From an optimization exercise on the open Yosys and OpenROAD flow, aimed at small area and a short achievable clock period; shortcuts taken in it are not production practice.
At most, simulation tests tie the RTL to the original design; equivalence was not proved.
Function not checked in run 5: the RTL went through the layout flow alone.
Power figures rest on the tool's default switching activity, not on a simulated workload.

### flow/config.mk
export PLATFORM = sky130hd
export DESIGN_NAME = data_memory_sized
export DESIGN_NICKNAME = data_memory_sized
export VERILOG_FILES = /design/flow/design.v
export SDC_FILE = /design/flow/constraint.sdc
export NUM_CORES = 4
export LEC_CHECK = 0
export CAP_MARGIN = 20
export CORE_MARGIN = 2
export CORE_UTILIZATION = 40
export SLEW_MARGIN = 20
### flow/constraint.sdc
create_clock -name core_clock -period 5.0 [get_ports {clk}]
set_input_delay 1.0000 -clock core_clock [delete_from_list [all_inputs] [get_ports {clk}]]
set_output_delay 1.0000 -clock core_clock [all_outputs]
set_load 0.01 [all_outputs]
### flow/design.v
module data_memory_sized #(
  parameter int DEPTH          = 64,
  parameter int ADDR_W         = $clog2(DEPTH) + 2,
  parameter bit CLEAR_ON_RESET = 1'b1
) (
  input  logic              clk,
  input  logic              rst_n,
  input  logic              mem_read,
  input  logic              mem_write,
  input  logic [1:0]        size,
  input  logic              load_unsigned,
  input  logic [ADDR_W-1:0] address,
  input  logic [31:0]       write_data,
  output logic [31:0]       read_data,
  output logic              read_valid,
  output logic              misaligned,
  output logic              busy
);
  localparam int IDX_W = ADDR_W - 2;
  typedef enum logic {IDLE, FILL} state_t;
  state_t           state, state_nxt;
  logic [IDX_W-1:0] cnt, cnt_nxt;
  logic             fill_we;
  logic [31:0]      mem [DEPTH];
  logic [IDX_W-1:0] idx;
  logic [1:0]       ofs;
  logic             aligned;
  logic             ld, st_we, err;
  logic [3:0]       be;
  logic [31:0]      wlane;
  logic [31:0]      word, shifted, ext;
  always_ff @(posedge clk or negedge rst_n) begin
    if (!rst_n) begin
      state <= CLEAR_ON_RESET ? FILL : IDLE;
      cnt   <= '0;
    end else begin
      state <= state_nxt;
      cnt   <= cnt_nxt;
    end
  end
  always_comb begin
    state_nxt = state;
    cnt_nxt   = cnt;
    fill_we   = 1'b0;
    unique case (state)
      FILL: begin
        fill_we = 1'b1;
        cnt_nxt = cnt + 1'b1;
        if (cnt == IDX_W'(DEPTH - 1)) state_nxt = IDLE;
      end
      IDLE: ;
      default: state_nxt = IDLE;
    endcase
  end
  assign busy = (state == FILL);
  always_comb begin
    idx = address[ADDR_W-1:2];
    ofs = address[1:0];
    unique case (size)
      2'b00:   aligned = 1'b1;
      2'b01:   aligned = ~ofs[0];
      2'b10:   aligned = (ofs == 2'b00);
      default: aligned = 1'b0;
    endcase
    ld    = mem_read & ~busy;
    st_we = mem_write & ~busy & aligned;
    err   = (mem_read | mem_write) & ~busy & ~aligned;
  end
  always_comb begin
    be    = 4'b0000;
    wlane = write_data;
    unique case (size)
      2'b00: begin
        be    = 4'b0001 << ofs;
        wlane = {4{write_data[7:0]}};
      end
      2'b01: begin
        be    = ofs[1] ? 4'b1100 : 4'b0011;
        wlane = {2{write_data[15:0]}};
      end
      2'b10:   be = 4'b1111;
      default: be = 4'b0000;
    endcase
  end
  always_ff @(posedge clk) begin
    if (fill_we) begin
      mem[cnt] <= '0;
    end else if (st_we) begin
      for (int unsigned b = 0; b < 4; b++)
        if (be[b]) mem[idx][8*b +: 8] <= wlane[8*b +: 8];
    end
  end
  always_comb begin
    word    = mem[idx];
    shifted = word >> {ofs, 3'b000};
    unique case (size)
      2'b00:   ext = {{24{~load_unsigned & shifted[7]}}, shifted[7:0]};
      2'b01:   ext = {{16{~load_unsigned & shifted[15]}}, shifted[15:0]};
      default: ext = shifted;
    endcase
  end
  always_ff @(posedge clk or negedge rst_n) begin
    if (!rst_n) begin
      read_data  <= '0;
      read_valid <= 1'b0;
      misaligned <= 1'b0;
    end else begin
      read_valid <= ld;
      misaligned <= err;
      if (ld) read_data <= aligned ? ext : '0;
    end
  end
endmodule
### flow/run.sh
#!/bin/bash
# synth_recipe.tcl (not shown) runs the flow's synth.tcl, then flattens the netlist and writes it again
# the make line also repeats each setting of config.mk as NAME=value (left out here)
make -C /OpenROAD-flow-scripts/flow DESIGN_CONFIG=/design/flow/config.mk WORK_HOME=/design/flow/orfs CLKGATE_MAP_FILE= SYNTH_SCRIPT=/design/flow/synth_recipe.tcl finish
==> results of run 1 <==
## layer usage
metal | share of wire [%] | up-vias | global-route usage (%)
li1 | - | 17500 | -
met1 | 40 | 22600 | 28.6
met2 | 49 | 1725 | 33.9
met3 | 7.0 | 342 | 3.80
met4 | 4.5 | 0 | 8.90
met5 | 0 | - | 0
## worst min path at each step
stage	startpoint	to	slack (ns)	cells after the start
after floorplan	cnt[5]$_DFFE_PN0P_	cnt[5]$_DFFE_PN0P_	0.46	1
after global placement	read_data[0]$_DFFE_PN0P_	read_data[0]$_DFFE_PN0P_	0.47	2
after detailed placement	read_data[0]$_DFFE_PN0P_	read_data[0]$_DFFE_PN0P_	0.47	2
after CTS	rst_n	cnt[3]$_DFFE_PN0P_	0.31	1
after global routing	rst_n	misaligned$_DFF_PN0_	0.17	1
final	rst_n	misaligned$_DFF_PN0_	0.15	1
## synth_stat cells, types with 14 or more instances
master,count
edfxtp_1,2048
mux4_2,521
nor3_1,183
clkbuf_1,163
nor2_1,143
mux2i_1,133
nand2_1,87
a22oi_1,62
o21ai_0,60
a21oi_1,51
a221oi_1,47
dfrtp_1,40
buf_4,36
buf_2,35
buf_6,28
o221ai_1,21
nand3_1,20
nor2b_1,15
a211oi_1,14
and2_1,14
mux2_2,14
nand2b_1,14
## registers in the layout (all words and copies together), names as in the netlist
| name | cells |
|---|---|
| cnt | 6 |
| mem | 2048 |
| misaligned | 1 |
| read_data | 32 |
| read_valid | 1 |
| state | 1 |
## where the power goes
part / total (mW) / internal (mW) / leakage [nW] / switching [mW]
Combinational: 2.13 / 0.761 / 8.18 / 1.36
Sequential: 19.3 / 19.3 / 17.2 / 0.0607
Clock: 15.6 / 9.06 / 3.30 / 6.58
## final cells by class
class	instances	area (um2)	share of cell area, %
Sequential cell	2089	62500	64.9
Multi-Input combinational cell	1544	18600	19.3
Clock inverter	121	1340	1.39
Inverter	12	50.0	0.0519
Antenna cell	1	2.50	0.00260
Tap cell	2688	3360	3.49
Timing Repair Buffer	585	5090	5.28
Clock buffer	259	5460	5.66
## critical path: stages
cell and delay (ns):
clkdlybuf4s50_1 0.44, o21a_1 0.18, o21ai_0 0.80, and3b_1 0.37, buf_4 0.29, mux2_2 0.39, nor3_1 0.61, nand2b_1 0.45
nor2_1 0.31, buf_4 0.22
## cell usage in the layout (no fill, tap or decap), types with 8 or more instances in the layout
master,n
a21oi_1,41
nor2b_1,13
edfxtp_1,2048
o221ai_1,21
clkinv_1,46
a211oi_1,14
nor3_1,180
nor2_4,18
o31ai_1,11
or2_2,12
nand4_1,9
clkdlybuf4s50_1,74
o21ai_0,60
mux2i_1,133
nand2b_1,13
clkbuf_1,47
a221oi_1,47
mux2_2,14
nand2_1,82
a22oi_1,62
nor2_1,125
buf_4,465
dfrtp_1,40
nand3_1,18
clkbuf_16,210
o21a_1,11
mux4_2,521
clkinv_2,30
buf_12,40
a21oi_4,10
bufinv_16,26
o311ai_0,8
a22o_1,10
inv_1,8
and2_2,9
nor4_1,10
## logic make-up after synthesis
kind of cell | Yosys count | synth area share [%]
multiplexers | 668 | 16.1
XOR/XNOR | 7 | 0.0745
buffers and inverters | 288 | 1.84
flip-flops | 2089 | 76.0
AO/OA/AOI/OAI | 334 | 2.90
adder cells (fa/ha/maj) | 1 | 0.0152
AND/OR/NAND/NOR | 534 | 3.10
==> impl_metrics.json, run 1 <==
{
  "cts_buffers": 205,
  "rrSetupSlack_ns": 1.40,
  "fmax_mhz": 221,
  "wl_per_cell_um": 30.5,
  "die_w_um": 458,
  "syn_area_um2": 82300,
  "cts_tree": "done",
  "antenna_found_initial": 2,
  "r2r-end": "mem[49][20]$_DFFE_PP_",
  "r2r-start": "state$_DFF_PN1_",
  "finalHoldViolations": 0,
  "cts_root_buf": "clkbuf_16",
  "synthToLayoutAreaGrowth_pct": 17.2,
  "hold_path.class": "in2async",
  "ys_types": 64,
  "slew-limit-headroom_pct": 23.4,
  "synth_top_flop_cell": "edfxtp_1",
  "die_area_um2": 209000,
  "worstPathArrival_ns": 5.08,
  "crit_fanout": 14,
  "synth_top_area_share_pct": 74.8,
  "fill_cells": 16700,
  "outcome": "timing/DRC/antenna clean",
  "cp-start-kind": "primary input",
  "num_io_pins": 82,
  "dp_slack_ns": -0.363,
  "overflow": 0,
  "start_util_pct": 40.2,
  "yosysTopAreaCell": "edfxtp_1",
  "ant_nets": 0,
  "grt_pass1_vias": 42500,
  "endpoint": "mem[49][20]$_DFFE_PP_",
  "total_power_mw": 37.1,
  "holdBufCountCts": 0,
  "gp_congestion": 0.884,
  "layout_min_cycle_time_ns": 4.53,
  "rsz0062_at_grt": "no",
  "hold_slack_ns": 0.152,
  "r2r_cells": 7,
  "yosys-top-cells-area": "edfxtp_1 (75%), mux4_2 (14%), mux2i_1 (1.6%), dfrtp_1 (1.2%), nor3_1 (1.1%)",
  "vias": 42200,
  "drive_gt1_share_pct": 30.6,
  "place_hpwl_um": 143000,
  "finalCritPeriodShare_pct": 90.6,
  "wl_um": 222000,
  "finalSetupViolations": 0,
  "syn_inst": 3921,
  "clockBufferDepth": 3,
  "fp-row-count": 166,
  "cts.sinks": 2089,
  "port_buffers": 81,
  "critPathKind": "in2reg",
  "synth_warnings": 1,
  "dpl_cell_area_um2": 89600,
  "grt_usage_pct": 21.1,
  "finalWorstSetupSlack_ns": 0.470,
  "fin_util_pct": 47.1,
  "finalNetCount": 4485,
  "p_leak_nw": 28.7,
  "clk_pin_slew_ns": 0.06,
  "firstDrtPassIters": 6,
  "finalNonFillerCells": 7299,
  "cap_violations": 0,
  "core_um2": 205000,
  "synthesis.area_per_instance_um2": 21.0,
  "grt_max_degree": 65,
  "synthArstFlopShare_pct": 1.96,
  "dp.cells": 6917,
  "grt_pass1_wl_um": 317000,
  "drt_iter0_drc": 5094,
  "vias_per_cell": 5.78,
  "synth_edf_count": 2048,
  "synth-seq-cells": 2089,
  "seq_area_frac_synth_pct": 76.0,
  "post_cts_resize_count": 0,
  "post_cts_buffers": 0,
  "critPathCaptureType": "register",
  "power_per_cell_area_nw_per_um2": 385,
  "clkLatencyLatePin_ns": 0.86,
  "cp-startpoint": "size[0]",
  "skew_ns": 0.0439,
  "worstPathRequired_ns": 5.55,
  "tightestPinTransition_ns": 1.14,
  "htreeDepth": 4,
  "die_h_um": 458,
  "drc": 0,
  "synthesis.nets": 3969,
  "irDropWorstVdd_v": 0.000377,
  "tns_ns": 0,
  "drv_slew": 0,
  "design_area_um2": 96400
}
==> run 2, diff against run 1 <==
==> flow/design.v (replaced) <==
module data_memory_sized #(
  parameter int DEPTH          = 64,
  parameter int ADDR_W         = $clog2(DEPTH) + 2,
  parameter bit CLEAR_ON_RESET = 1'b1
) (
  input  logic              clk,
  input  logic              rst_n,
  input  logic              mem_read,
  input  logic              mem_write,
  input  logic [1:0]        size,
  input  logic              load_unsigned,
  input  logic [ADDR_W-1:0] address,
  input  logic [31:0]       write_data,
  output logic [31:0]       read_data,
  output logic              read_valid,
  output logic              misaligned,
  output logic              busy
);
  localparam int IDX_W = ADDR_W - 2;
  logic [IDX_W-1:0] cnt;
  logic             fill;
  always_ff @(posedge clk or negedge rst_n) begin
    if (!rst_n) begin
      fill <= CLEAR_ON_RESET;
      cnt  <= '0;
    end else if (fill) begin
      cnt <= cnt + 1'b1;
      if (cnt == IDX_W'(DEPTH - 1)) fill <= 1'b0;
    end
  end
  assign busy = fill;
  logic [IDX_W-1:0] idx;
  logic [1:0]       ofs;
  logic             aligned, ld, st;
  logic [3:0]       be;
  logic [31:0]      wlane, wd;
  always_comb begin
    idx = address[ADDR_W-1:2];
    ofs = address[1:0];
    case (size)
      2'b00:   aligned = 1'b1;
      2'b01:   aligned = ~ofs[0];
      2'b10:   aligned = (ofs == 2'b00);
      default: aligned = 1'b0;
    endcase
    ld = mem_read & ~fill;
    st = mem_write & ~fill & aligned;
    case (size)
      2'b00:   be = 4'b0001 << ofs;
      2'b01:   be = ofs[1] ? 4'b1100 : 4'b0011;
      2'b10:   be = 4'b1111;
      default: be = 4'b0000;
    endcase
    case (size)
      2'b00:   wlane = {4{write_data[7:0]}};
      2'b01:   wlane = {2{write_data[15:0]}};
      default: wlane = write_data;
    endcase
    wd = fill ? 32'd0 : wlane;
  end
  logic [31:0] mem [DEPTH];
  always_ff @(posedge clk) begin
    for (int w = 0; w < DEPTH; w++)
      for (int b = 0; b < 4; b++)
        if (fill || (st && be[b] && idx == IDX_W'(w)))
          mem[w][8*b +: 8] <= wd[8*b +: 8];
  end
  logic [31:0] rword;
  logic [1:0]  rofs, rsize;
  logic        runs;
  always_ff @(posedge clk or negedge rst_n) begin
    if (!rst_n) begin
      rword      <= '0;
      rofs       <= '0;
      rsize      <= '0;
      runs       <= 1'b0;
      read_valid <= 1'b0;
      misaligned <= 1'b0;
    end else begin
      read_valid <= ld;
      misaligned <= (mem_read | mem_write) & ~fill & ~aligned;
      if (ld) begin
        rword <= aligned ? mem[idx] : 32'd0;
        rofs  <= ofs;
        rsize <= size;
        runs  <= load_unsigned;
      end
    end
  end
  logic [7:0] b0, b1;
  logic       sgn;
  always_comb begin
    case (rofs)
      2'd0:    b0 = rword[7:0];
      2'd1:    b0 = rword[15:8];
      2'd2:    b0 = rword[23:16];
      default: b0 = rword[31:24];
    endcase
    b1  = rofs[1] ? rword[31:24] : rword[15:8];
    sgn = ~runs & (rsize == 2'b00 ? b0[7] : b1[7]);
    read_data[7:0]   = b0;
    read_data[15:8]  = (rsize == 2'b00) ? {8{sgn}} : b1;
    read_data[31:16] = (rsize == 2'b10) ? rword[31:16] : {16{sgn}};
  end
endmodule
==> run 2 against run 1 <==
  * Worst setup slack improved by 0.090 ns
  * Largest power group unchanged
  * Non-clock buffer count increased by 141
  * Area after synthesis fell by 2.5%
  * Global-route usage increased by 17 points
  * Synthesized cell count grew 22%
==> impl_metrics.json, run 2 <==
{
  "synth_most_common_cell": "edfxtp_1",
  "clk_pin_slew_ns": 0.06,
  "layout_min_cycle_time_ns": 4.44,
  "synthToLayoutAreaGrowth_pct": 19.7,
  "rsz0062_at_grt": "no",
  "crit_family": "flip-flops",
  "tns_ns": 0,
  "clkLatencyLatePin_ns": 0.92,
  "max_stage_delay_ns": 0.79,
  "num_io_pins": 82,
  "ys_types": 80,
  "hold_slack_ns": 0.242,
  "reg_top3": "mem: 2048 flops, rword: 32 flops, cnt: 6 flops",
  "ys_top_cells_by_count": "edfxtp_1 (2048), a22oi_1 (706), o21bai_1 (256), nand2_1 (232), clkbuf_1 (206)",
  "largest_register_ffs": 2048,
  "finalSetupViolations": 0,
  "place_hpwl_um": 265000,
  "r2r_cells": 6,
  "cts.sinks": 2094,
  "synth-seq-cells": 2094,
  "outcome": "timing/DRC/antenna clean",
  "synth_top_flop_cell": "edfxtp_1",
  "drc": 0,
  "wl_per_cell_um": 48.5,
  "fin_util_pct": 48.1,
  "gp_congestion": 1.09,
  "grt_pass1_wl_um": 515000,
  "power_per_cell_area_nw_per_um2": 391,
  "cp.buffers_inverters": 1,
  "cp-start-kind": "register",
  "drt_iter0_drc": 12900,
  "total_power_mw": 37.5,
  "worstPathRequired_ns": 4.00,
  "fp-row-count": 164,
  "regMostFlops": "mem",
  "r2r-start": "fill$_DFF_PN1_",
  "yosysTopAreaCell": "edfxtp_1",
  "worstPathArrival_ns": 3.44,
  "finalHoldViolations": 0,
  "grt_usage_pct": 38.4,
  "rrSetupSlack_ns": 1.67,
  "vias_per_cell": 7.08,
  "post_cts_resize_count": 0,
  "overflow": 0,
  "r2r-end": "mem[32][12]$_DFFE_PP_",
  "fmax_mhz": 225,
  "slew-limit-headroom_pct": 12.3,
  "hold_path.class": "in2async",
  "synthesis.area_per_instance_um2": 16.8,
  "critPathCaptureType": "primary output",
  "core_um2": 199000,
  "final_common_cell": "edfxtp_1",
  "critPathKind": "reg2out",
  "vias": 58200,
  "synth_warnings": 2,
  "drv_slew": 0,
  "antenna_found_initial": 41,
  "firstDrtPassIters": 8,
  "finalNetCount": 5419,
  "start_util_pct": 40.2,
  "die_w_um": 452,
  "ant_nets": 0,
  "grt_pass1_vias": 52700,
  "dp_slack_ns": 0.120,
  "crit_chain": "mux4_2 > nand2_1 > a21oi_2 > a21o_1 > clkdlybuf4s50_1",
  "layout_common_cells": "edfxtp_1 (2048), a22oi_1 (706), buf_4 (606)",
  "cts_tree": "done",
  "irDropWorstVdd_v": 0.000389,
  "grt_max_degree": 134,
  "yosys-top-cells-area": "edfxtp_1 (77%), a22oi_1 (6.6%), o21bai_1 (2.4%), dfrtp_1 (1.4%), and3_1 (1.2%)",
  "die_area_um2": 204000,
  "htreeDepth": 4,
  "cap_violations": 0,
  "finalWorstSetupSlack_ns": 0.559,
  "syn_area_um2": 80200,
  "skew_ns": 0.0412,
  "synth_top_area_share_pct": 76.7,
  "tightestPinTransition_ns": 1.31,
  "cts_buffers": 208,
  "die_h_um": 452,
  "finalCritPeriodShare_pct": 88.8,
  "synth_edf_count": 2048,
  "wl_um": 399000,
  "clockBufferDepth": 3,
  "holdBufCountCts": 0,
  "crit_path_top_delay_cell": "dfrtp_1",
  "syn_inst": 4767,
  "p_leak_nw": 31.7,
  "post_cts_buffers": 0,
  "port_buffers": 81,
  "drive_gt1_share_pct": 20.5,
  "seq_area_frac_synth_pct": 78.1,
  "synthesis.nets": 4815,
  "crit_fanout": 16,
  "cts_root_buf": "clkbuf_16",
  "synthArstFlopShare_pct": 2.20
}
## run 2: cell types whose count changed in the layout (fill, tap and decap cells not counted), sizes merged, moves of 39 or more
cell,change
mux4,-513
nand2,+145
o21bai,+255
nor3,-154
a22o,+39
a22oi,+644
buf,+144
nand4,+125
a2111oi,+48
mux2i,-71
a32oi,+39
and3,+153
## run 2: worst register-to-register path: stages, from the launching register on
cell      delay (ns)
dfstp_4         0.61
nand2b_1        0.35
a2111o_2        0.78
buf_12          0.32
buf_4           0.23
o21bai_1        0.42
buf_4           0.30
## run 2: layout make-up
class / count / area (um2)
fillers: 16900 / 103000
flip-flops and latches: 2094 / 62700
multi-input cells: 2339 / 17000
repair buffers: 726 / 6130
clock buffers: 267 / 5570
well taps: 2656 / 3320
clock inverters: 121 / 1260
diodes: 22 / 55.1
inverters: 2 / 7.51
## run 2: worst max path at each step
stage / slack, ns / to / from / cells past startpoint
after floorplan: 0.98 / mem[0][16]$_DFFE_PP_ / size[1] / 5
after global placement: 0.1 / rword[17]$_DFFE_PN0P_ / address[2] / 9
after detailed placement: 0.12 / rword[17]$_DFFE_PN0P_ / address[2] / 9
after CTS: 0.30 / read_data[20] / rofs[1]$_DFFE_PN0P_ / 5
after global routing: 0.40 / read_data[24] / rofs[1]$_DFFE_PN0P_ / 5
final: 0.56 / read_data[20] / rword[15]$_DFFE_PN0P_ / 5
## run 2: logic make-up after synthesis
kind of cell | Yosys count | synth area share (%)
compound gates | 1335 | 12.6
xor+xnor | 6 | 0.0655
buf+inv | 334 | 1.79
mux | 103 | 1.46
flops | 2094 | 78.1
fa+ha+maj | 1 | 0.0156
simple gates | 894 | 5.94
## run 2: per-layer routing
layer	vias to the layer above	share of wire, %	track usage, %
met2	6441	41	53.3
met3	1545	17	16.8
met5	-	0.068	0
met1	29300	33	47.4
met4	32	9.1	28.2
li1	20900	-	-
## run 2: report_power, final
part	internal, mW	switching, mW
Combinational	0.489	1.44
Clock	8.92	7.02
Sequential	19.4	0.176
Total	28.9	8.64
## run 2: per-stage QoR
step                instances  area (um2)
floorplan                4767       80200
global placement         7811       89000
detailed placement       7815       89000
CTS                      8203       95900
global route             8207       95900
finish                   8227       96000
==> run 3, diff against run 2 <==
--- a/flow/design.v
+++ b/flow/design.v
@@ -65,41 +65,32 @@
         if (fill || (st && be[b] && idx == IDX_W'(w)))
           mem[w][8*b +: 8] <= wd[8*b +: 8];
   end
-  logic [31:0] rword;
-  logic [1:0]  rofs, rsize;
-  logic        runs;
+  logic [31:0] word, ext;
+  logic [7:0]  b0, b1;
+  logic        sgn;
+  always_comb begin
+    word = mem[idx];
+    case (ofs)
+      2'd0:    b0 = word[7:0];
+      2'd1:    b0 = word[15:8];
+      2'd2:    b0 = word[23:16];
+      default: b0 = word[31:24];
+    endcase
+    b1  = ofs[1] ? word[31:24] : word[15:8];
+    sgn = ~load_unsigned & (size == 2'b00 ? b0[7] : b1[7]);
+    ext[7:0]   = b0;
+    ext[15:8]  = (size == 2'b00) ? {8{sgn}} : b1;
+    ext[31:16] = (size == 2'b10) ? word[31:16] : {16{sgn}};
+  end
   always_ff @(posedge clk or negedge rst_n) begin
     if (!rst_n) begin
-      rword      <= '0;
-      rofs       <= '0;
-      rsize      <= '0;
-      runs       <= 1'b0;
+      read_data  <= '0;
       read_valid <= 1'b0;
       misaligned <= 1'b0;
     end else begin
       read_valid <= ld;
       misaligned <= (mem_read | mem_write) & ~fill & ~aligned;
-      if (ld) begin
-        rword <= aligned ? mem[idx] : 32'd0;
-        rofs  <= ofs;
-        rsize <= size;
-        runs  <= load_unsigned;
-      end
+      if (ld) read_data <= aligned ? ext : 32'd0;
     end
   end
-  logic [7:0] b0, b1;
-  logic       sgn;
-  always_comb begin
-    case (rofs)
-      2'd0:    b0 = rword[7:0];
-      2'd1:    b0 = rword[15:8];
-      2'd2:    b0 = rword[23:16];
-      default: b0 = rword[31:24];
-    endcase
-    b1  = rofs[1] ? rword[31:24] : rword[15:8];
-    sgn = ~runs & (rsize == 2'b00 ? b0[7] : b1[7]);
-    read_data[7:0]   = b0;
-    read_data[15:8]  = (rsize == 2'b00) ? {8{sgn}} : b1;
-    read_data[31:16] = (rsize == 2'b10) ? rword[31:16] : {16{sgn}};
-  end
 endmodule
--- a/flow/config.mk
+++ b/flow/config.mk
@@ -7,5 +7,8 @@
 export LEC_CHECK = 0
 export CAP_MARGIN = 20
 export CORE_MARGIN = 2
-export CORE_UTILIZATION = 40
+export CORE_UTILIZATION = 65
+export CTS_CLUSTER_DIAMETER = 60
+export CTS_CLUSTER_SIZE = 30
+export SETUP_SLACK_MARGIN = 2.0
 export SLEW_MARGIN = 20
==> run 3 against run 2 <==
  * Combinational power grew 23%
  * Sequential power is essentially flat
  * Critical path type is now in2reg
  * Power shrank 9.0%
  * Clock power shrank 23%
  * Still clean
  * Via count grew 5.8%
  * Critical path depth grew 8
==> impl_metrics.json, run 3 <==
{
  "outcome": "timing/DRC/antenna clean",
  "finalSetupViolations": 0,
  "tightestPinTransition_ns": 1.22,
  "die_w_um": 358,
  "gp_congestion": 1.06,
  "synthArstFlopShare_pct": 1.96,
  "synth_most_common_cell": "edfxtp_1",
  "skew_ns": 0.0499,
  "drv_slew": 0,
  "num_io_pins": 82,
  "ant_nets": 0,
  "irDropWorstVdd_v": 0.000440,
  "drive_gt1_share_pct": 24.9,
  "p_leak_nw": 33.5,
  "cts.sinks": 2089,
  "tns_ns": 0,
  "layout_min_cycle_time_ns": 3.27,
  "crit_fanout": 11,
  "dpl_cell_area_um2": 88900,
  "synth_top_area_share_pct": 75.6,
  "synth_mux_area_share_pct": 0.324,
  "ys_top_cells_by_count": "edfxtp_1 (2048), nand3_1 (962), a22oi_1 (431), nand4_1 (325), clkbuf_1 (302)",
  "worstPathRequired_ns": 5.72,
  "critPathCaptureType": "register",
  "fin_util_pct": 80.9,
  "die_area_um2": 128000,
  "finalHoldViolations": 0,
  "syn_area_um2": 81400,
  "yosysTopAreaCell": "edfxtp_1",
  "worstPathArrival_ns": 3.99,
  "syn_inst": 5341,
  "start_util_pct": 65.6,
  "fmax_mhz": 306,
  "ys_types": 71,
  "port_buffers": 81,
  "synthesis.area_per_instance_um2": 15.2,
  "cap_violations": 0,
  "grt_pass1_wl_um": 462000,
  "drt_iter0_drc": 14800,
  "cp-start-kind": "primary input",
  "htreeDepth": 4,
  "slew-limit-headroom_pct": 18.8,
  "regMostFlops": "mem",
  "drc": 0,
  "cts_root_buf": "clkbuf_16",
  "cts_tree": "done",
  "fill_cells": 6332,
  "multi_input_area_um2": 21600,
  "clkLatencyLatePin_ns": 0.86,
  "synth_edf_count": 2048,
  "grt_usage_pct": 54.5,
  "dp.cells": 6981,
  "layout_common_cells": "edfxtp_1 (2048), nand3_1 (947), a22oi_1 (393)",
  "die_h_um": 358,
  "power_per_cell_area_nw_per_um2": 340,
  "rsz0062_at_grt": "yes",
  "fp-row-count": 129,
  "synth_top_family_by_area": "simple AND/OR/NAND/NOR gates",
  "synth-simple-area-share_pct": 12.4,
  "rrSetupSlack_ns": 1.98,
  "firstDrtPassIters": 7,
  "largest_register_ffs": 2048,
  "reg_top3": "mem: 2048 flops, read_data: 32 flops, cnt: 6 flops",
  "core_um2": 124000,
  "antenna_found_initial": 21,
  "hold_path.class": "in2async",
  "synth_compound_area_share_pct": 8.17,
  "wl_per_cell_um": 47.0,
  "wl_um": 355000,
  "design_area_um2": 100000,
  "finalNonFillerCells": 7557,
  "synth_top_flop_cell": "edfxtp_1",
  "synthToLayoutAreaGrowth_pct": 23.3,
  "grt_pass1_vias": 55400,
  "overflow": 0,
  "place_hpwl_um": 212000,
  "synth-seq-cells": 2089,
  "vias_per_cell": 8.16,
  "finalNetCount": 5846,
  "critPathKind": "in2reg",
  "grt_max_degree": 90,
  "seqCellArea_um2": 62500,
  "vias": 61600,
  "final_common_cell": "edfxtp_1",
  "synthesis.nets": 5389,
  "synth_warnings": 2,
  "seq_area_frac_synth_pct": 76.8,
  "synth-xor-area-share_pct": 0.0646,
  "clk_pin_slew_ns": 0.08,
  "yosys-top-cells-area": "edfxtp_1 (76%), nand3_1 (5.9%), a22oi_1 (4.0%), nand4_1 (2.5%), o21bai_1 (1.8%)",
  "hold_slack_ns": 0.161,
  "cts_buffers": 137,
  "clockBufferDepth": 3,
  "yosys.area_share.adder_pct": 0.0154,
  "finalCritPeriodShare_pct": 65.5
}
run 3: cell types whose count changed in the layout (fill, tap and decap cells not counted), sizes merged, moves of 47 or more:
cell    delta
a21o      +50
a22oi    -275
clkbuf   -111
clkinv    -47
nand2     -69
nand3    +910
nand4    +191
nor2      -86
o21bai    -64
run 3: final timing paths:
check,start,end,depth (start not counted)
min in group core_clock,cnt[5]$_DFFE_PN0P_,cnt[5]$_DFFE_PN0P_,1
max in group asynchronous,rst_n,read_data[1]$_DFFE_PN0P_,1
setup / recovery,address[6],read_data[17]$_DFFE_PN0P_,13
hold / removal,rst_n,cnt[2]$_DFFE_PN0P_,1
setup reg to reg,fill$_DFF_PN1_,mem[53][5]$_DFFE_PP_,5
hold reg to reg,cnt[5]$_DFFE_PN0P_,cnt[5]$_DFFE_PN0P_,1
run 3: timing repair:
action	4_1_cts	5_1_grt
pin swaps	120	158
endpoints found under the setup margin	1568	649
buffers inserted	159	113
hold buffers	0	0
gates cloned	32	8
gates resized for setup	336	161
run 3: through the flow:
stage | worst slack (ns) | total power, mW
after floorplan | 1.71 | 20.7
after global placement | 0.0544 | 21.6
after detailed placement | 0.116 | 21.7
after CTS | 1.85 | 33.6
after global routing | 1.77 | 34.5
final | 1.73 | 34.1
run 3: cell families after synthesis:
group | Yosys count
AO/OA/AOI/OAI | 890
AND/OR/NAND/NOR | 1877
multiplexers | 26
adder cells (fa/ha/maj) | 1
flip-flops | 2089
buffers and inverters | 452
XOR/XNOR | 6
run 3: power breakdown:
| part | switching [mW] | leakage (nW) | total, mW | internal (mW) |
|---|---|---|---|---|
| clock | 6.38 | 2.25 | 12.3 | 5.93 |
| combinational | 1.67 | 12.6 | 2.38 | 0.708 |
| sequential | 0.0558 | 18.7 | 19.4 | 19.4 |
| total | 8.11 | 33.5 | 34.1 | 26.0 |
run 3: layer usage:
layer / global-route usage (%) / vias to the layer above / share of wire [%]
met5: 0.704 / - / 0.081
met4: 37.3 / 28 / 9.9
met3: 27.3 / 1952 / 21
met2: 72.8 / 7525 / 39
met1: 69.8 / 29700 / 30
li1: - / 22500 / -
run 3: cell type report:
class                      count  share of cell area [%]
sequential                  2089                    62.3
multi-input combinational   2807                    21.5
timing repair buffer         752                    9.36
clock buffer                 149                    3.56
tap                         1637                    2.04
clock inverter                92                    1.08
antenna                       20                  0.0499
inverter                      11                  0.0412
run 3: critical path: stages:
cell,delay (ns)
buf_16,0.14
buf_8,0.13
nor4b_4,0.04
buf_6,0.15
buf_12,0.16
and2_1,0.21
buf_6,0.15
a22oi_1,0.18
nand4_1,0.22
or4_4,0.58
or4_4,0.64
a32oi_1,0.27
nand4_1,0.10
==> run 4, diff against run 3 <==
--- a/flow/config.mk
+++ b/flow/config.mk
@@ -7,8 +7,5 @@
 export LEC_CHECK = 0
 export CAP_MARGIN = 20
 export CORE_MARGIN = 2
-export CORE_UTILIZATION = 65
-export CTS_CLUSTER_DIAMETER = 60
-export CTS_CLUSTER_SIZE = 30
-export SETUP_SLACK_MARGIN = 2.0
+export CORE_UTILIZATION = 40
 export SLEW_MARGIN = 20
==> run 4 against run 3 <==
  * Still clean
  * Count of clock-buffer cells in the layout up 115
  * Die area up 62%
  * Via count decreased by 5.2%
  * Largest cell class unchanged
  * Largest power group unchanged
==> impl_metrics.json, run 4 <==
{
  "outcome": "timing/DRC/antenna clean",
  "final_common_cell": "edfxtp_1",
  "crit_chain": "clkdlybuf4s50_1 > buf_4 > nor2b_4 > buf_12 > buf_12 > and3_1 > a2111oi_0 > buf_4 > nand3_1 > nor4_1 > nand4_1 > buf_4 > a32oi_1 > nand4_1",
  "synth_most_common_cell": "edfxtp_1",
  "r2r-start": "mem[11][1]$_DFFE_PP_",
  "drive_gt1_share_pct": 16.6,
  "rsz0062_at_grt": "no",
  "clockBufferDepth": 3,
  "finalNetCount": 5849,
  "regMostFlops": "mem",
  "fp-row-count": 165,
  "critPathKind": "in2reg",
  "max_stage_delay_ns": 0.99,
  "grt_pass1_wl_um": 465000,
  "synth_top_flop_cell": "edfxtp_1",
  "critPathCaptureType": "register",
  "overflow": 0,
  "antenna_found_initial": 26,
  "htreeDepth": 4,
  "firstDrtPassIters": 6,
  "drv_slew": 0,
  "cp.buffers_inverters": 6,
  "syn_inst": 5341,
  "grt_max_degree": 169,
  "ant_nets": 0,
  "total_power_mw": 36.3,
  "finalCritPeriodShare_pct": 94.6,
  "die_w_um": 455,
  "worstPathRequired_ns": 5.73,
  "start_util_pct": 40.3,
  "cap_violations": 0,
  "cp_common_cell": "buf_4",
  "synth_warnings": 2,
  "cts_root_buf": "clkbuf_16",
  "rrSetupSlack_ns": 1.60,
  "hold_path.class": "in2async",
  "synthesis.nets": 5389,
  "hold_slack_ns": 0.161,
  "worstPathArrival_ns": 5.46,
  "r2r_cells": 9,
  "cp-start-kind": "primary input",
  "layout_common_cells": "edfxtp_1 (2048), nand3_1 (962), buf_4 (545)",
  "crit_fanout": 19,
  "finalWorstSetupSlack_ns": 0.271,
  "cts_tree": "done",
  "wl_um": 351000,
  "drt_iter0_drc": 12300,
  "reg_top3": "mem: 2048 flops, read_data: 32 flops, cnt: 6 flops",
  "cts_buffers": 200,
  "skew_ns": 0.0274,
  "synth_top_area_share_pct": 75.6,
  "layout_min_cycle_time_ns": 4.73,
  "cts.sinks": 2089,
  "finalSetupViolations": 0,
  "r2r-end": "read_data[1]$_DFFE_PN0P_",
  "seq_area_frac_synth_pct": 76.8,
  "yosysTopAreaCell": "edfxtp_1",
  "vias_per_cell": 6.76,
  "syn_area_um2": 81400,
  "dp.cells": 8269,
  "gp_congestion": 1.01,
  "place_hpwl_um": 227000,
  "largest_register_ffs": 2048,
  "fin_util_pct": 47.6,
  "irDropWorstVdd_v": 0.000371,
  "p_leak_nw": 31.8,
  "tightestPinTransition_ns": 1.16,
  "holdBufCountCts": 0,
  "grt_usage_pct": 33.3,
  "ys_top_cells_by_count": "edfxtp_1 (2048), nand3_1 (962), a22oi_1 (431), nand4_1 (325), clkbuf_1 (302)",
  "fill_cells": 17200,
  "grt_pass1_vias": 53000,
  "power_per_cell_area_nw_per_um2": 377,
  "die_h_um": 455,
  "core_um2": 202000,
  "post_cts_resize_count": 0,
  "drc": 0,
  "yosys-top-cells-area": "edfxtp_1 (76%), nand3_1 (5.9%), a22oi_1 (4.0%), nand4_1 (2.5%), o21bai_1 (1.8%)",
  "synth-seq-cells": 2089,
  "port_buffers": 81,
  "crit_path_top_delay_cell": "a2111oi_0",
  "finalHoldViolations": 0,
  "synthToLayoutAreaGrowth_pct": 18.3,
  "num_io_pins": 82,
  "synthArstFlopShare_pct": 1.96,
  "clk_pin_slew_ns": 0.06,
  "slew-limit-headroom_pct": 20.7,
  "die_area_um2": 207000,
  "synthesis.area_per_instance_um2": 15.2,
  "fmax_mhz": 211,
  "vias": 58500,
  "clkLatencyLatePin_ns": 0.88,
  "wl_per_cell_um": 40.6,
  "post_cts_buffers": 0,
  "synth_edf_count": 2048,
  "crit_family": "buffers and inverters",
  "dp_slack_ns": -0.476,
  "ys_types": 71,
  "finalNonFillerCells": 8648
}
## run 4: cells by family (layout without fill, tap and decap cells)
kind of cell    after synthesis  count (layout)  share of synthesized area, %
compound gates              890             890                          8.17
xor+xnor                      6               6                        0.0646
fa+ha+maj                     1               1                        0.0154
buf+inv                     452            1080                          2.23
flops                      2089            2089                          76.8
mux                          26              26                         0.324
other cells                   0               7                             0
simple gates               1877            1877                          12.4
## run 4: power by group
part	switching, mW	internal (mW)
clock network	6.72	8.17
registers	0.0548	19.4
logic	1.46	0.497
## run 4: layer usage
layer  routed length (um)  vias up  part of all wire [%]  GRT usage (%)
met5                  383        -                  0.11          0.620
met4                23900       28                   6.8           18.5
met3                54700     1094                    16           11.1
met2               148000     5349                    42           47.6
met1               123000    29500                    35           44.5
li1                     -    22500                     -              -
## run 4: worst max-delay path by stage
stage | from | end | cells past startpoint
floorplan | size[0] | mem[0][10]$_DFFE_PP_ | 5
global placement | address[3] | read_data[1]$_DFFE_PN0P_ | 13
detailed placement | address[3] | read_data[20]$_DFFE_PN0P_ | 14
CTS | address[3] | read_data[20]$_DFFE_PN0P_ | 14
global route | address[3] | read_data[1]$_DFFE_PN0P_ | 13
finish | address[3] | read_data[20]$_DFFE_PN0P_ | 14
## run 4: layout make-up
| class | count | area (um2) | area share [%] |
|---|---|---|---|
| diodes | 7 | 17.5 | 0.0182 |
| clock buffers | 264 | 5360 | 5.57 |
| clock inverters | 106 | 945 | 0.981 |
| inverters | 11 | 41.3 | 0.0429 |
| multi-input cells | 2800 | 17600 | 18.3 |
| flip-flops and latches | 2089 | 62500 | 65.0 |
| well taps | 2672 | 3340 | 3.47 |
| repair buffers | 699 | 6380 | 6.63 |
## run 4: worst register-to-register path: cells and delay by family (launching register included)
kind	cells	cell delay [ns]
flops	1	0.37
simple gates	3	1.09
compound gates	4	1.28
buf+inv	2	0.52
## run 4: per-stage QoR
stage | instance area [um2] | TNS [ns]
finish | 96300 | 0
global route | 96300 | 0
CTS | 96200 | 0
detailed placement | 89900 | -10.98
global placement | 89900 | -10.88
floorplan | 81400 | 0
==> run 5, diff against run 4 <==
--- a/flow/design.v
+++ b/flow/design.v
@@ -1,3 +1,38 @@
+module dm_ao8 (
+  input  logic [7:0] d,
+  input  logic [7:0] s,
+  output logic       y
+);
+  assign y = |(d & s);
+endmodule
+module dm_ext (
+  input  logic [31:0] word,
+  input  logic [31:0] q,
+  input  logic        ld,
+  input  logic        aligned,
+  input  logic [1:0]  size,
+  input  logic [1:0]  ofs,
+  input  logic        load_unsigned,
+  output logic [31:0] d
+);
+  logic [7:0]  b0, b1;
+  logic        sgn;
+  logic [31:0] ext;
+  always_comb begin
+    case (ofs)
+      2'd0:    b0 = word[7:0];
+      2'd1:    b0 = word[15:8];
+      2'd2:    b0 = word[23:16];
+      default: b0 = word[31:24];
+    endcase
+    b1  = ofs[1] ? word[31:24] : word[15:8];
+    sgn = ~load_unsigned & (size == 2'b00 ? b0[7] : b1[7]);
+    ext[7:0]   = b0;
+    ext[15:8]  = (size == 2'b00) ? {8{sgn}} : b1;
+    ext[31:16] = (size == 2'b10) ? word[31:16] : {16{sgn}};
+    d = ld ? (aligned ? ext : 32'd0) : q;
+  end
+endmodule
 module data_memory_sized #(
   parameter int DEPTH          = 64,
   parameter int ADDR_W         = $clog2(DEPTH) + 2,
@@ -17,6 +52,7 @@
   output logic              busy
 );
   localparam int IDX_W = ADDR_W - 2;
+  localparam int NGRP  = (DEPTH + 7) / 8;
   logic [IDX_W-1:0] cnt;
   logic             fill;
   always_ff @(posedge clk or negedge rst_n) begin
@@ -65,32 +101,42 @@
         if (fill || (st && be[b] && idx == IDX_W'(w)))
           mem[w][8*b +: 8] <= wd[8*b +: 8];
   end
-  logic [31:0] word, ext;
-  logic [7:0]  b0, b1;
-  logic        sgn;
+  logic [7:0]  lo, hi;
+  logic [31:0] word, rd_d;
   always_comb begin
-    word = mem[idx];
-    case (ofs)
-      2'd0:    b0 = word[7:0];
-      2'd1:    b0 = word[15:8];
-      2'd2:    b0 = word[23:16];
-      default: b0 = word[31:24];
-    endcase
-    b1  = ofs[1] ? word[31:24] : word[15:8];
-    sgn = ~load_unsigned & (size == 2'b00 ? b0[7] : b1[7]);
-    ext[7:0]   = b0;
-    ext[15:8]  = (size == 2'b00) ? {8{sgn}} : b1;
-    ext[31:16] = (size == 2'b10) ? word[31:16] : {16{sgn}};
+    for (int i = 0; i < 8; i++) begin
+      lo[i] = (idx[2:0] == 3'(i));
+      hi[i] = (idx[IDX_W-1:3] == (IDX_W-3)'(i));
+    end
   end
+  for (genvar k = 0; k < 32; k++) begin : g_bit
+    logic [7:0] grp;
+    for (genvar g = 0; g < 8; g++) begin : g_grp
+      logic [7:0] col;
+      for (genvar i = 0; i < 8; i++) begin : g_w
+        if (8 * g + i < DEPTH) begin : g_in
+          assign col[i] = mem[8*g+i][k];
+        end else begin : g_none
+          assign col[i] = 1'b0;
+        end
+      end
+      dm_ao8 u_grp (.d(col), .s(lo), .y(grp[g]));
+    end
+    dm_ao8 u_word (.d(grp), .s(hi), .y(word[k]));
+  end
+  dm_ext u_ext (
+    .word(word), .q(read_data), .ld(ld), .aligned(aligned), .size(size),
+    .ofs(ofs), .load_unsigned(load_unsigned), .d(rd_d)
+  );
   always_ff @(posedge clk or negedge rst_n) begin
     if (!rst_n) begin
       read_data  <= '0;
       read_valid <= 1'b0;
       misaligned <= 1'b0;
     end else begin
+      read_data  <= rd_d;
       read_valid <= ld;
       misaligned <= (mem_read | mem_write) & ~fill & ~aligned;
-      if (ld) read_data <= aligned ? ext : 32'd0;
     end
   end
 endmodule
--- a/flow/config.mk
+++ b/flow/config.mk
@@ -7,5 +7,9 @@
 export LEC_CHECK = 0
 export CAP_MARGIN = 20
 export CORE_MARGIN = 2
-export CORE_UTILIZATION = 40
+export CORE_UTILIZATION = 65
+export CTS_CLUSTER_DIAMETER = 60
+export CTS_CLUSTER_SIZE = 30
+export SETUP_SLACK_MARGIN = 2.5
 export SLEW_MARGIN = 20
+export SYNTH_HIERARCHICAL = 1
==> run 5 against run 4 <==
  * First-iteration DRC count is 34% lower
  * Final cell count down 24%
  * Area after synthesis decreased by 4.9%
  * Sequential share of layout area increased by 2.5 points
  * Combinational power up 25%
  * Highest routed layer unchanged
==> impl_metrics.json, run 5 <==
{
  "cp-startpoint": "address[4]",
  "num_io_pins": 82,
  "synth_top_flop_cell": "edfxtp_1",
  "start_util_pct": 65.6,
  "layout_min_cycle_time_ns": 3.34,
  "firstDrtPassIters": 6,
  "cp-start-kind": "primary input",
  "layout_common_cells": "edfxtp_1 (2048), a22oi_1 (998), buf_4 (417)",
  "p_int_mw": 26.3,
  "synth-seq-cells": 2089,
  "drv_slew": 0,
  "cts_tree": "done",
  "worstPathRequired_ns": 5.65,
  "finalHoldViolations": 0,
  "synth_warnings": 9,
  "max_stage_delay_ns": 0.48,
  "outcome": "timing/DRC/antenna clean",
  "critPathCaptureType": "register",
  "r2r-start": "mem[53][15]$_DFFE_PP_",
  "cts.sinks": 2089,
  "yosys-top-cells-area": "edfxtp_1 (79%), a22oi_1 (11%), nand4_1 (2.4%), o21bai_1 (1.7%), dfrtp_1 (1.3%)",
  "die_h_um": 349,
  "wl_per_cell_um": 37.0,
  "endpoint": "read_data[15]$_DFF_PN0_",
  "drive_gt1_share_pct": 24.8,
  "gp_congestion": 0.931,
  "finalNetCount": 4968,
  "vias": 48900,
  "synth_top_area_share_pct": 79.4,
  "die_w_um": 349,
  "synth_most_common_cell": "edfxtp_1",
  "skew_ns": 0.0342,
  "p_leak_nw": 29.9,
  "syn_area_um2": 77400,
  "r2r-end": "read_data[15]$_DFF_PN0_",
  "final_common_cell": "edfxtp_1",
  "synthesis.area_per_instance_um2": 18.4,
  "p_sw_mw": 7.92,
  "core_um2": 118000,
  "rrSetupSlack_ns": 2.38,
  "irDropWorstVdd_v": 0.000399,
  "syn_inst": 4212,
  "rsz0062_at_grt": "yes",
  "clockBufferDepth": 3,
  "clkLatencyLatePin_ns": 0.78,
  "dp.cells": 6137,
  "crit_chain": "buf_12 > buf_8 > nor2b_4 > and2_4 > buf_16 > a22oi_1 > nand4_1 > a22oi_1 > nand4_1 > buf_6 > mux4_2 > nor3b_4 > a221o_1",
  "vias_per_cell": 7.43,
  "tightestPinTransition_ns": 1.12,
  "power_per_cell_area_nw_per_um2": 369,
  "switching_share_pct": 23.1,
  "slew-limit-headroom_pct": 23.5,
  "drt_iter0_drc": 8142,
  "seq_area_frac_synth_pct": 80.8,
  "holdBufCountCts": 0,
  "port_buffers": 81,
  "cts_buffers": 137,
  "reg_top3": "mem: 2048 flops, read_data: 32 flops, cnt: 6 flops",
  "fmax_mhz": 300,
  "largest_register_ffs": 2048,
  "finalNonFillerCells": 6583,
  "critPathKind": "in2reg",
  "fill_cells": 6309,
  "place_hpwl_um": 138000,
  "pwr-share-clk_pct": 36.0,
  "drc": 0,
  "ys_types": 51,
  "synth_edf_count": 2048,
  "crit_fanout": 7,
  "clk_pin_slew_ns": 0.08,
  "pwr-share-comb_pct": 7.2,
  "ys_top_cells_by_count": "edfxtp_1 (2048), a22oi_1 (1153), nand4_1 (291), o21bai_1 (176), a21o_1 (80)",
  "antenna_found_initial": 13,
  "seq_power_share_pct": 56.8,
  "grt_pass1_vias": 45200,
  "fp-row-count": 126,
  "worstPathArrival_ns": 3.98,
  "r2r_cells": 8,
  "die_area_um2": 122000,
  "hold_path.class": "in2async",
  "hold_slack_ns": 0.404,
  "wl_um": 243000,
  "finalCritPeriodShare_pct": 66.7,
  "synthToLayoutAreaGrowth_pct": 19.8,
  "cap_violations": 0,
  "grt_max_degree": 69,
  "cts_root_buf": "clkbuf_16",
  "htreeDepth": 4,
  "grt_pass1_wl_um": 334000,
  "ant_nets": 0,
  "finalSetupViolations": 0,
  "synthesis.nets": 4260,
  "grt_usage_pct": 39.4,
  "crit_path_top_delay_cell": "mux4_2",
  "overflow": 0,
  "regMostFlops": "mem",
  "synthArstFlopShare_pct": 1.96,
  "yosysTopAreaCell": "edfxtp_1"
}
## run 5: what timing repair did
| item | 4_1_cts | 5_1_grt |
|---|---|---|
| setup endpoints to repair | 3721 | 1309 |
| gates cloned | 40 | 9 |
| setup buffers | 104 | 27 |
| pin swaps | 121 | 62 |
| gates resized for setup | 509 | 131 |
## run 5: worst min path at each step
stage	endpoint	start	depth (start not counted)	slack, ns
floorplan	cnt[5]$_DFFE_PN0P_	cnt[5]$_DFFE_PN0P_	1	0.44
global placement	cnt[5]$_DFFE_PN0P_	cnt[5]$_DFFE_PN0P_	1	0.46
detailed placement	cnt[5]$_DFFE_PN0P_	cnt[5]$_DFFE_PN0P_	1	0.47
CTS	read_data[29]$_DFF_PN0_	rst_n	1	0.39
global route	read_data[19]$_DFF_PN0_	rst_n	1	0.46
finish	cnt[2]$_DFFE_PN0P_	rst_n	1	0.40
## run 5: layout make-up
class	instances	area, um2	share of cell area [%]
flip-flops and latches	2089	62500	67.4
inverters	30	113	0.121
clock buffers	152	3650	3.94
multi-input cells	2022	16600	17.9
clock inverters	96	1180	1.27
repair buffers	640	6680	7.20
well taps	1536	1920	2.07
diodes	18	45.0	0.0486
## run 5: cells by family after synthesis
kind of cell | Yosys count | synth area share [%]
muxes | 43 | 0.734
and+or+nand+nor | 482 | 3.55
DFF | 2089 | 80.8
adders and majority gates | 1 | 0.0162
AOI/OAI and AO/OA | 1470 | 14.2
buffers and inverters | 121 | 0.642
xor gates and xnor gates | 6 | 0.0679
## run 5: routing by layer
metal	GRT usage [%]	routed length, um
met4	18.1	14200
met1	54.6	86700
met5	0.440	131
met2	57.2	107000
met3	13.4	35200
## run 5: through the flow
stage / instance area [um2] / power, mW / util, % / setup TNS (ns) / setup WS, ns
6_report: 92700 / 34.2 / 78.5 / 0 / 1.66
5_1_grt: 92700 / 34.9 / 78.5 / 0 / 1.74
4_1_cts: 91900 / 34.0 / 77.8 / 0 / 1.92
3_5_place_dp: 83600 / 21.8 / 70.8 / -1.15 / -0.0930
3_3_place_gp: 83600 / 21.7 / 70.8 / -0.524 / -0.0522
2_1_floorplan: 77700 / 20.8 / - / -18.03 / -0.680
## run 5: Yosys stat by module, one instance, submodules excluded
module             copies in the design  cell area, um2  cells  flip-flops and latches
dm_ext                                1             926    134                       0
dm_ao8                              288            36.3      5                       0
data_memory_sized                     1           66000   2638                    2089
## run 5: power groups by stage
stage | registers (mW) | logic (mW) | clock network, mW
finish | 19.4 | 2.45 | 12.3
global route | 19.4 | 2.50 | 13.0
CTS | 19.4 | 2.28 | 12.3
detailed placement | 19.8 | 1.92 | 0
global placement | 19.8 | 1.89 | 0
floorplan | 19.8 | 0.929 | 0
## run 5: worst max-delay path: cells and delay by family
| kind | cells | cell delay (ns) |
|---|---|---|
| multiplexers | 1 | 0.48 |
| AO/OA/AOI/OAI | 3 | 0.88 |
| buffers and inverters | 4 | 0.65 |
| AND/OR/NAND/NOR | 5 | 0.96 |

port drivers added, routing unchanged:
In the flow no input, the clock included, has a driving cell. The finished layouts below were timed again as built, in two steps. Step 1 assumes that a clkbuf_16 drives the clock port and a buf_2 every other input. Step 2 also shifts input and output timing later by t, the mid clock arrival at the registers, as if the neighbouring blocks saw the same clock. Three values: ideal ports, drivers, drivers and shift; two values: the first two.
run	t (ns)	setup slack, ns	pins driven straight from the clock port
run 1	0.913	0.470 / 0.521 / -0.392	1
run 2	1.001	0.559 / 0.455 / -0.158	1
run 3	0.922	1.727 / 1.615 / 0.693	1
run 4	0.941	0.271 / 0.326 / -0.614	1
run 5	0.843	1.663 / 1.692 / 0.849	1
With both steps, setup timing fails in run 1, run 2 and run 4, where it was met with ideal ports. For run 3, which loses most, drivers alone change the setup slack by -0.112 ns; drivers and shift together by -1.034 ns.
